What follows belongs to an exercise in optimizing a design on an open flow for small area; a production flow would make more cautious choices. The RTL was checked by simulation tests, not by an equivalence proof against the original design. Power is estimated from default activity; no workload was simulated.

==> 12-24: inputs <==
// cameraFilterTop
module cameraFilterTop (
  input  logic                 D5M_PIXLCLK,
  input  logic                 rstN,
  input  sensorPkg::rawPixel   sensorData,
  input  logic                 frameValid,
  input  logic                 lineValid,
  input  logic                 captureStart,
  input  logic                 captureEnd,
  input  logic [2:0]           mode,
  output filterPkg::grayPixel  viewPixel,
  output logic                 viewValid,
  output sensorPkg::frameCount frameTotal,
  output logic                 capturing
);
Settings: LEC_CHECK=0, CAP_MARGIN=20, CORE_MARGIN=2, CORE_UTILIZATION=40, CTS_CLUSTER_DIAMETER=100, CTS_CLUSTER_SIZE=25, SLEW_MARGIN=20; clock period 10.0 ns.
run.sh (not shown) runs the stock make flow with config.mk's settings and CLKGATE_MAP_FILE= SYNTH_SCRIPT=/design/flow/synth_recipe.tcl, a recipe that flattens the netlist after the stock synthesis.
==> 10-04 (differences from 12-24) <==
--- a/flow/design.v
+++ b/flow/design.v
@@ -237,12 +237,15 @@
   input  filterPkg::grayWindow window,
   output filterPkg::grayPixel  vertEdge,
   output filterPkg::grayPixel  horizEdge,
   output filterPkg::grayPixel  laplace
 );
   logic [11:0] px [9];
+  always_comb
+    for (int i = 0; i < 9; i++)
+      px[i] = window[(8 - i) * 12 +: 12];
   function automatic logic [31:0] csa(input logic [15:0] a, input logic [15:0] b, input logic [15:0] c);
     logic [15:0] s, cy;
     s  = a ^ b ^ c;
     cy = (a & b) | (a & c) | (b & c);
     csa = {cy[14:0], 1'b0, s};
   endfunction
@@ -252,96 +255,49 @@
     for (int i = 0; i < 16; i++)
     begin
       rca[i] = a[i] ^ b[i] ^ c;
       c = (a[i] & b[i]) | (a[i] & c) | (b[i] & c);
     end
   endfunction
-  function automatic logic [15:0] cia(input logic [15:0] a, input logic [15:0] b);
-    logic c;
-    logic lowCarry;
-    logic allOnes;
-    c = 1'b0;
-    for (int i = 0; i < 8; i++)
-    begin
-      cia[i] = a[i] ^ b[i] ^ c;
-      c = (a[i] & b[i]) | (a[i] & c) | (b[i] & c);
-    end
-    lowCarry = c;
-    c = 1'b0;
-    for (int i = 8; i < 16; i++)
-    begin
-      cia[i] = a[i] ^ b[i] ^ c;
-      c = (a[i] & b[i]) | (a[i] & c) | (b[i] & c);
-    end
-    allOnes = 1'b1;
-    for (int i = 8; i < 16; i++)
-    begin
-      c = cia[i];
-      cia[i] = c ^ (lowCarry & allOnes);
-      allOnes = allOnes & c;
-    end
-  endfunction
-  function automatic logic [15:0] diff(input logic [11:0] p, input logic [11:0] q);
-    logic [12:0] d;
+  function automatic logic [11:0] clampMag(input logic [15:0] value);
+    logic [15:0] r;
+    logic [11:0] inc;
     logic c;
-    c = 1'b1;
-    for (int i = 0; i < 12; i++)
-    begin
-      d[i] = p[i] ^ ~q[i] ^ c;
-      c = (p[i] & ~q[i]) | (p[i] & c) | (~q[i] & c);
-    end
-    d[12] = ~c;
-    diff = {{3{d[12]}}, d};
-  endfunction
-  function automatic logic [11:0] clampMag(input logic [15:0] value, input int width);
-    logic neg;
-    logic anyLow;
-    logic big;
-    neg = value[width - 1];
-    anyLow = 1'b0;
+    r = value ^ {16{value[15]}};
+    c = value[15];
     for (int i = 0; i < 12; i++)
     begin
-      clampMag[i] = value[i] ^ (neg & anyLow);
-      anyLow = anyLow | value[i];
+      inc[i] = r[i] ^ c;
+      c = r[i] & c;
     end
-    big = 1'b0;
-    for (int i = 12; i < width - 1; i++)
-      big = big | (value[i] ^ neg);
-    if (neg && !anyLow)
-      big = 1'b1;
-    if (big)
-      clampMag = 12'hfff;
+    clampMag = (r[14:12] != 3'd0 || c) ? 12'hfff : inc;
   endfunction
-  logic [15:0] diagDown, diagUp, midRow, midCol;
-  logic [15:0] vertSum, horizSum, lapNeg;
-  logic [31:0] vc, hc;
+  logic [15:0] vertSum, horizSum, lapSum;
+  logic [31:0] v1, v2, v3, v4, h1, h2, h3, h4;
   logic [31:0] l1, l2, l3, l4, l5, l6, l7;
-  always_comb
-  begin
-    for (int i = 0; i < 9; i++)
-      px[i] = window[(8 - i) * filterPkg::grayBits +: filterPkg::grayBits];
-  end
-  assign diagDown = diff(px[8], px[0]);
-  assign diagUp   = diff(px[2], px[6]);
-  assign midRow   = diff(px[5], px[3]);
-  assign midCol   = diff(px[7], px[1]);
-  assign vc = csa(diagDown, diagUp, {midRow[14:0], 1'b0});
-  assign vertSum = rca(vc[15:0], vc[31:16], 1'b0);
-  assign hc = csa(diagDown, ~diagUp, {midCol[14:0], 1'b0});
-  assign horizSum = rca(hc[15:0], hc[31:16] | 16'd1, 1'b0);
-  assign l1 = csa(16'(px[0]), 16'(px[1]), 16'(px[2]));
-  assign l2 = csa(16'(px[3]), 16'(px[5]), 16'(px[6]));
-  assign l3 = csa(16'(px[7]), 16'(px[8]), ~{1'b0, px[4], 3'b000});
-  assign l4 = csa(l1[15:0], l1[31:16], l2[15:0]);
-  assign l5 = csa(l2[31:16], l3[15:0], l3[31:16]);
-  assign l6 = csa(l4[15:0], l4[31:16], l5[15:0]);
-  assign l7 = csa(l6[15:0], l6[31:16], l5[31:16]);
-  assign lapNeg = cia(l7[15:0], l7[31:16] | 16'd1);
-  assign vertEdge  = clampMag(vertSum, 15);
-  assign horizEdge = clampMag(horizSum, 15);
-  assign laplace   = clampMag(lapNeg, 16);
+  assign v1 = csa({4'b0, px[2]}, {4'b0, px[8]}, {3'b0, px[5], 1'b0});
+  assign v2 = csa({4'b0, px[0]}, {4'b0, px[6]}, {3'b0, px[3], 1'b0});
+  assign v3 = csa(v1[15:0], v1[31:16], ~v2[15:0]);
+  assign v4 = csa(v3[15:0], v3[31:16], ~v2[31:16]);
+  assign vertSum = rca(v4[15:0], v4[31:16] | 16'd1, 1'b1);
+  assign h1 = csa({4'b0, px[6]}, {4'b0, px[8]}, {3'b0, px[7], 1'b0});
+  assign h2 = csa({4'b0, px[0]}, {4'b0, px[2]}, {3'b0, px[1], 1'b0});
+  assign h3 = csa(h1[15:0], h1[31:16], ~h2[15:0]);
+  assign h4 = csa(h3[15:0], h3[31:16], ~h2[31:16]);
+  assign horizSum = rca(h4[15:0], h4[31:16] | 16'd1, 1'b1);
+  assign l1 = csa({4'b0, px[0]}, {4'b0, px[1]}, {4'b0, px[2]});
+  assign l2 = csa({4'b0, px[3]}, {4'b0, px[5]}, {4'b0, px[6]});
+  assign l3 = csa(l1[15:0], l1[31:16], l2[15:0]);
+  assign l4 = csa(l3[15:0], l3[31:16], l2[31:16]);
+  assign l5 = csa(l4[15:0], l4[31:16], {4'b0, px[7]});
+  assign l6 = csa(l5[15:0], l5[31:16], {4'b0, px[8]});
+  assign l7 = csa({1'b0, px[4], 3'b0}, ~l6[15:0], ~l6[31:16]);
+  assign lapSum = rca(l7[15:0], l7[31:16] | 16'd1, 1'b1);
+  assign vertEdge  = clampMag(vertSum);
+  assign horizEdge = clampMag(horizSum);
+  assign laplace   = clampMag(lapSum);
 endmodule
 `timescale 1ns/1ps
 module cameraFilterTop (
   input  logic                 D5M_PIXLCLK,
   input  logic                 rstN,
   input  sensorPkg::rawPixel   sensorData,
@@ -367,21 +323,21 @@
   filterPkg::grayWindow edgeWindow;
   filterPkg::grayPixel  vertEdge;
   filterPkg::grayPixel  horizEdge;
   filterPkg::grayPixel  laplace;
   filterPkg::grayPixel  selPixel;
   logic                 selValid;
-  logic [1:0]           pixelCode [2];
-  logic [1:0]           gaussPipe [2];
-  logic [1:0]           edgePipe;
+  logic [1:0]           grayPipe;
+  logic [3:0]           gaussPipe;
+  logic [5:0]           edgePipe;
   logic                 grayValid;
   logic                 gaussValid;
   logic                 edgeValid;
-  assign grayValid  = pixelCode[1][1] || pixelCode[1][0];
-  assign gaussValid = gaussPipe[1][1];
-  assign edgeValid  = edgePipe[1];
+  assign grayValid  = grayPipe[1];
+  assign gaussValid = gaussPipe[3];
+  assign edgeValid  = edgePipe[5];
   frameCapture capture (
     .D5M_PIXLCLK(D5M_PIXLCLK), .rstN(rstN),
     .frameValid(frameValid), .lineValid(lineValid),
     .captureStart(captureStart), .captureEnd(captureEnd),
     .sampleValid(sampleValid), .colOdd(colOdd), .quadDone(quadDone),
     .gaussWin(gaussWin), .edgeWin(edgeWin),
@@ -410,25 +366,21 @@
       gaussOut <= gaussSum;
   end
   always_ff @(posedge D5M_PIXLCLK or negedge rstN)
   begin
     if (!rstN)
     begin
-      pixelCode[0] <= '0;
-      pixelCode[1] <= '0;
-      gaussPipe[0] <= '0;
-      gaussPipe[1] <= '0;
-      edgePipe     <= '0;
+      grayPipe  <= '0;
+      gaussPipe <= '0;
+      edgePipe  <= '0;
     end
     else
     begin
-      pixelCode[0] <= {gaussWin, quadDone && (edgeWin || !gaussWin)};
-      pixelCode[1] <= pixelCode[0];
-      gaussPipe[0] <= {pixelCode[1][1], pixelCode[1][1] && pixelCode[1][0]};
-      gaussPipe[1] <= gaussPipe[0];
-      edgePipe     <= {edgePipe[0], gaussPipe[1][0]};
+      grayPipe  <= {grayPipe[0], quadDone};
+      gaussPipe <= {gaussPipe[2:0], gaussWin};
+      edgePipe  <= {edgePipe[4:0], edgeWin};
     end
   end
   always_comb
   begin
     selPixel = '0;
     selValid = 1'b0;
==> comparison table <==
|  | 12-24 | 10-04 |
|---|---|---|
| Result of the run | timing/DRC/antenna clean | failed layout checks |
| Violated checks | - | negative setup slack |
| Number of warning messages in the yosys log | 14 | 12 |
| Flip-flop and latch count after synthesis | 2,084 | 2,086 |
| Leakage | 0.0249 µW | 0.0256 µW |
| Post-detailed-route via-to-cell ratio | 4.47 | 4.47 |
| Largest net degree at the start of global routing | 198 | 226 |
| Met3 Resource Use GR | 2.00% | 1.94% |
| Wire length of the first global-routing pass | 147,000 µm | 152,000 µm |
| Mapped Area | 72,100 µm² | 72,500 µm² |
| Post-Place Cells | 5,569 | 5,642 |
| Via count of the first global-routing pass | 25,600 | 26,200 |
| Worst clock skew | 0.0407 ns | 0.0365 ns |
| Beginning of the critical path | edgeLines.taps[60][0] | edgeLines.taps[32][2] |
| Area delta synth->final | 9.02% | 10.3% |
| Share of synthesized cell area in and, or, nand and nor gates | 0.868% | 0.524% |
| DPL Wire Length | 55,100 µm | 56,500 µm |
| Crit path setup slack, layout | 0.585 ns | -0.955 ns |
| # fillers | 15,100 | 15,100 |
| Utilization after layout | 43.9% | 44.3% |

## what the ideal ports hide
No port has a modelled driver above. Below, the same layouts with a new extraction and two added sets of constraints.
Step 1 sets driving cells, clkbuf_16 on the clock port and buf_2 on the other inputs (assumed; they add their load-dependent delay and slew).
Step 2 adds t to the input delays and takes it off the output delays; t is the mean of the earliest and latest rising clock arrival at the registers after step 1. Input paths then give back, and output paths get back, about the clock's delay inside the block.
a / b / c = no drivers / after step 1 / after step 2; a / b = the first two.
run	t (ns)	setup WS [ns]	worst hold slack (ns)	clock arrival spread, ns	cell pins on the clock port's net
12-24	0.804	0.585 / 0.585 / 0.585	0.353 / 0.353 / 0.353	0.047 / 0.047	1
10-04	0.814	-0.955 / -0.955 / -0.955	0.354 / 0.354 / 0.354	0.040 / 0.041	1
